This design comes from an exercise in tuning for small area, a short achievable clock period and few clock cycles per item on the open sky130 flow, not from production work. Function was checked by simulation only, so behaviour that the tests miss may differ from the original. No activity file was given, so power comes from the tool's default toggle rates.

## flow/design.v (module list and top-level ports; edited modules follow where they fit)
// module bce_front: 96 lines
// module bce_lnu: 210 lines
// module bce_mlt: 650 lines
// module bce_fifo: 28 lines
// module bce_back: 100 lines
// module bce_mean_loss: 63 lines
module bce_mean_loss #(
  parameter int MAX_ELEMENTS = 4096
) (
  input  wire logic        clk,
  input  wire logic        rst_n,
  input  wire logic        in_valid,
  output logic             in_ready,
  input  wire logic [16:0] in_prediction,
  input  wire logic [16:0] in_target,
  input  wire logic        in_last_element,
  output logic             out_valid,
  input  wire logic        out_ready,
  output logic [31:0]      out_mean_loss,
  output logic [12:0]      out_element_count,
  input  wire logic        cfg_psel,
  input  wire logic        cfg_penable,
  input  wire logic        cfg_pwrite,
  input  wire logic [2:0]  cfg_paddr,
  input  wire logic [31:0] cfg_pwdata,
  output logic [31:0]      cfg_prdata,
  output logic             cfg_pready
);
  // ...
==> flow/run.sh <==
#!/bin/bash
# synth_recipe.tcl (not shown) runs the flow's synth.tcl, then flattens the netlist and writes it again
# the make line also repeats each setting of config.mk as NAME=value (left out here)
make -C /OpenROAD-flow-scripts/flow DESIGN_CONFIG=/design/flow/config.mk WORK_HOME=/design/flow/orfs CLKGATE_MAP_FILE= SYNTH_SCRIPT=/design/flow/synth_recipe.tcl finish
==> flow/config.mk <==
export PLATFORM = sky130hd
export DESIGN_NAME = bce_mean_loss
export DESIGN_NICKNAME = bce_mean_loss
export VERILOG_FILES = /design/flow/design.v
export SDC_FILE = /design/flow/constraint.sdc
export NUM_CORES = 4
export LEC_CHECK = 0
export CAP_MARGIN = 20
export CORE_MARGIN = 2
export CORE_UTILIZATION = 40
export SLEW_MARGIN = 20
==> flow/constraint.sdc <==
create_clock -name core_clock -period 13.0 [get_ports {clk}]
set_input_delay 2.6000 -clock core_clock [delete_from_list [all_inputs] [get_ports {clk}]]
set_output_delay 2.6000 -clock core_clock [all_outputs]
set_load 0.01 [all_outputs]
==> reports/results.tsv, run 1 <==
metric	value	unit
fillers	12700	
yosysSeqAreaShare	0.331	
hp-class	register to register	
instances_no_fill	7397	
finalCritPeriodShare	0.417	
synthTopCellsByArea	dfxtp_1 21%, fa_1 18%, edfxtp_1 12%, ha_1 7.6%, inv_1 5.3%	
regArea	17500	sq um
powerDensity	295	nW/um^2
n_all_buffers	155	
crit_slowest_cell	nand2_1	
nWellTaps	1755	
grt_setup_unrepaired	false	
max-slew-margin-rel	0.267	
final_cell_mix	744 x inv_1, 550 x dfxtp_1, 478 x fa_1	
ys_ff_latch	766	
final_common_cell	inv_1	
synth_top_area_share	0.210	
synth_flop_cell	dfxtp_1	
cts_num_sinks	766	
drt-met1-wl	55900	um
nNonClkInverters	750	
multi_input_area_share	0.537	
synth_cell_type_count	94	
status	complete, no violations	
design.final.nets	6442	
power_frac_seq	0.232	
placed_area	55300	sq um
finalWorstSetupSlack	7580	ps
multi_input_area	31400	sq um
clock_power_share	0.150	
setup_viol	0	
synth-xor-area-share	0.0317	
highest_layer	met4	
rr_startpoint	u_front.nq2_r[10]$_DFF_P_	
vdd_drop_max	191	uV
skew	57.0	ps
antenna_found_initial	1	
Testbench counts, summed over its fixed seeds: cycles 17,087, items 16,000.
==> run 2: changes to the inputs <==
==> flow/flow/run.sh (new file) <==
#!/bin/bash
# Standard layout, with timing repair asked to leave 8 ns of setup slack at
# the design's clock period (the constraints themselves are unchanged).
set -o pipefail
export SETUP_SLACK_MARGIN=8
bash standard.sh > standard.log 2>&1
==> flow/standard.sh (new file) <==
#!/bin/bash
# synth_recipe.tcl (not shown) runs the flow's synth.tcl, then flattens the netlist and writes it again
# the make line also repeats each setting of config.mk as NAME=value (left out here)
make -C /OpenROAD-flow-scripts/flow DESIGN_CONFIG=/design/flow/config.mk WORK_HOME=/design/flow/orfs CLKGATE_MAP_FILE= SYNTH_SCRIPT=/design/flow/synth_recipe.tcl "${@:-finish}"
removed: flow/run.sh
==> run 2 against run 1 <==
  * Still clean on timing, DRC and antenna
  * Critical path depth grew 1
  * Non-clock buffer count increased by 13
  * Hold slack worse by 5.2 ps
  * Via count grew 0.78%
  * Clock skew is 19 ps higher
  * Global-route usage barely moved
  * Setup slack gained 650 ps
  * Final cell count is 0.12% higher
  * Area after synthesis stayed put
  * Utilization about the same
  * Register-to-register slack improved by 650 ps
  * Fmax up 14%
  * Critical path type unchanged
  * Largest power group unchanged
  * Highest routed layer unchanged
==> reports/results.tsv, run 2 <==
metric	value	unit	change
worstSetupStartpoint	u_front.nq2_r[14]$_DFF_P_		
track_usage	0.184		
io_pins	157		
port_buffers	115		
power.switching	7.61	mW	
final_cell_mix	738 x inv_1, 550 x dfxtp_1, 478 x fa_1		
drt_pass1_iterations	5		
post-synth-top-count-cell	inv_1		
drt-met1-wl	55700	um	-0.33%
critPathRequiredTime	13600	ps	
setup_viol	0		unchanged
yosysTopAreaCell	dfxtp_1		
fin_util	0.446		
report.final.slew_viol_count	0		
placed_area	55300	sq um	about the same
status	complete, no violations		
wl_met3	6670	um	
rr_startpoint	u_front.nq2_r[14]$_DFF_P_		
hp-class	register to register		
antenna_found_initial	0		-1
comb_power_share	0.620		
via_per_inst	5.14		
highest_layer	met4		
syn-cell-area	52700	sq um	
path_max_fanout	70		
ys_ff_latch	766		unchanged
hold_violations	0		
die-area	135000	sq um	
drt_wl_total	124000	um	
htree_levels	3		
cts_num_sinks	766		unchanged
whs	316	ps	
num_vias	38100		
worst_pin_slew	1020	ps	
clk_transition_reported_paths	60	ps	
clk_latency	730	ps	
die_h	367	um	
drive_above_1_share	0.0580		
p_leak	25.2	nW	
n_antenna_cell	0		
cp-start-kind	register		
start_util	0.402		
postRouteAntennaNets	0		
dieWidth	367	um	
design.final.nets	6455		+0.20%
grt_start_max_net_pins	84		
synth_cell_type_count	94		unchanged
postSynthAreaPerCell	9.45	sq um	
hp-start	u_front.np2_r[5]$_DFF_P_		
grt_setup_unrepaired	true		
worstReg2RegEnd	u_front.aq3_r[18]$_DFF_P_		
switching_share	0.444		
gp_congestion	0.882		
end_kind	register		
yosysSeqAreaShare	0.331		unchanged
core_region_area	131000	sq um	
setup.worst_path.end	u_front.aq3_r[18]$_DFF_P_		
reg2reg_slack	8230	ps	
grt_first_pass_wirelength	203000	um	
overflow	0		
synth_top_area_share	0.210		unchanged
async_reset_ff_frac	0		
synth_common_cells	744 x inv_1, 554 x dfxtp_1, 478 x fa_1, 470 x nand2_1, 394 x and2_1		
rows	133		
synth_enable_flop_cells	212		
ff2ff_path_depth	18		
hold_buffers	0		
hpwlAfterDp	89500	um	
p_int	9.53	mW	
grt_pass1_vias	37900		
cts_buffer_depth	3		
setup_tns	0	ps	
final_area	58500	sq um	
skew	76.0	ps	+19.0 ps
drc_errors	0		
cts_buffers	84		
crit_type	register to register		
powerDensity	293	nW/um^2	-0.69%
synth_cells	5578		
power_frac_seq	0.234		+0.002
wl_per_cell	16.8	um	
cts_tree	done		
vdd_drop_max	220	uV	+15%
yosysWarnings	4		
drtIter0Drc	2811		
max-slew-margin-rel	0.317		+0.0496
cap_violations	0		
biggestRegsByFlops	u_back.u_fifo.mem0_r x61, u_back.u_fifo.mem1_r x61, u_back.sum_r x48		
syn_to_final_growth	11.0	%	
route.met2.wl	59400	um	
final_common_cell	inv_1		
clock_power_share	0.146		-0.004
synthTopCellsByArea	dfxtp_1 21%, fa_1 18%, edfxtp_1 12%, ha_1 7.6%, inv_1 5.3%		
cts_root_buf	clkbuf_16		
synth_flop_cell	dfxtp_1		
arrival	5360	ps	
max_freq	210	MHz	
finalCritPeriodShare	0.367		-0.0501
fin_crit	4770	ps	
run 2: per-stage QoR:
step,instances,worst slack (ps),power (mW)
4_1_cts,7391,7940,17.4
2_1_floorplan,5596,8160,11.8
3_3_place_gp,7232,7170,14.5
3_5_place_dp,7232,7150,14.8
5_1_grt,7406,7960,19.1
6_report,7406,8230,17.1
run 2: worst max-delay path, stage by stage, from the launching register on:
cell,delay [ps]
dfxtp_2,320
clkbuf_8,380
clkinvlp_4,360
nand2_1,370
o21ai_0,150
a22o_1,260
a21oi_1,220
o221ai_1,160
ha_1,370
and2_1,190
nor2_1,80
o21ai_0,140
a41oi_1,340
a21oi_1,190
a211o_1,290
a21oi_1,360
a21oi_1,120
o21a_1,190
o22ai_1,130
run 2: layout make-up:
| cell class | count | area (sq um) |
|---|---|---|
| clock buffers | 107 | 2300 |
| clock inverters | 50 | 701 |
| fillers | 12600 | 72600 |
| inverters | 750 | 2850 |
| multi-input cells | 3807 | 31400 |
| flip-flops and latches | 766 | 17500 |
| well taps | 1755 | 2200 |
| repair buffers | 168 | 1570 |
| repair inverters | 3 | 15.0 |
run 2: worst min-delay path by stage:
stage                                           to  slack, ps  cells after the start
final                     u_front.rp3_r[5]$_DFF_P_        320                      0
after floorplan                u_back.ll_r$_DFF_P_        310                      0
after CTS                  u_front.t5_r[7]$_DFF_P_        320                      0
after global routing      u_front.rp3_r[5]$_DFF_P_        330                      0
after global placement     u_front.t5_r[0]$_DFF_P_        310                      0
after detailed placement  u_front.rq3_r[1]$_DFF_P_        310                      0
run 2: logic make-up (layout without fill, tap and decap cells):
group	count (synthesis)	count (layout)	share of synthesized area
DFF	766	766	0.331
adders and majority gates	799	799	0.258
xor gates and xnor gates	191	191	0.0317
other	2	20	0.000143
AOI/OAI and AO/OA	1071	1071	0.127
buffers and inverters	1023	1078	0.0752
and+or+nand+nor	1608	1608	0.153
muxes	118	118	0.0236
run 2: repair_timing:
item / 4_1_cts / 5_1_grt
buffers inserted: 0 / 14
setup endpoints to repair: 6 / 6
resized for setup: 7 / 16
gates cloned: 2 / 1
run 2: power by group through the flow:
| stage | Clock (mW) | Combinational, mW | Sequential (mW) |
|---|---|---|---|
| 3_5_place_dp | 0 | 10.7 | 4.06 |
| 4_1_cts | 2.59 | 10.8 | 4.01 |
| 2_1_floorplan | 0 | 8.02 | 3.73 |
| 6_report | 2.51 | 10.6 | 4.00 |
| 5_1_grt | 2.69 | 12.3 | 4.09 |
| 3_3_place_gp | 0 | 10.4 | 4.05 |
run 2: per-layer routing:
metal,up-vias,global-route usage
li1,18400,-
met3,187,0.0279
met1,18500,0.247
met2,998,0.310
met5,-,0
met4,0,0.0483

==> afterwards: timing with drivers on the ports <==
The flow's constraints put no driver on any port. The routed layouts listed below were extracted and timed again, unchanged, in two steps. Step 1, drivers: a clkbuf_16 drives clk and a buf_2 each remaining input, both assumed. Step 2 moves the port delays by t, midway between the first and last clock arrival at a register: inputs arrive t later, outputs are due t later. That takes back most of the time a late clock gives input paths. a / b / c = no drivers / after step 1 / after step 2; a / b = the first two.
run | t (ns) | setup slack, ns | worst setup path after step 2 | clock arrival spread, ns | worst data-port slew with drivers (ns)
run 1 | 0.762 | 7.581 / 7.581 / 7.481 | input to register | 0.058 / 0.057 | 0.05
run 2 | 0.764 | 8.232 / 8.232 / 7.592 | input to register | 0.076 / 0.077 | 0.07
After both steps every run listed still meets setup and hold. For run 2, which loses most, drivers alone change the setup slack by 0.000 ns; drivers and shift together by -0.640 ns.
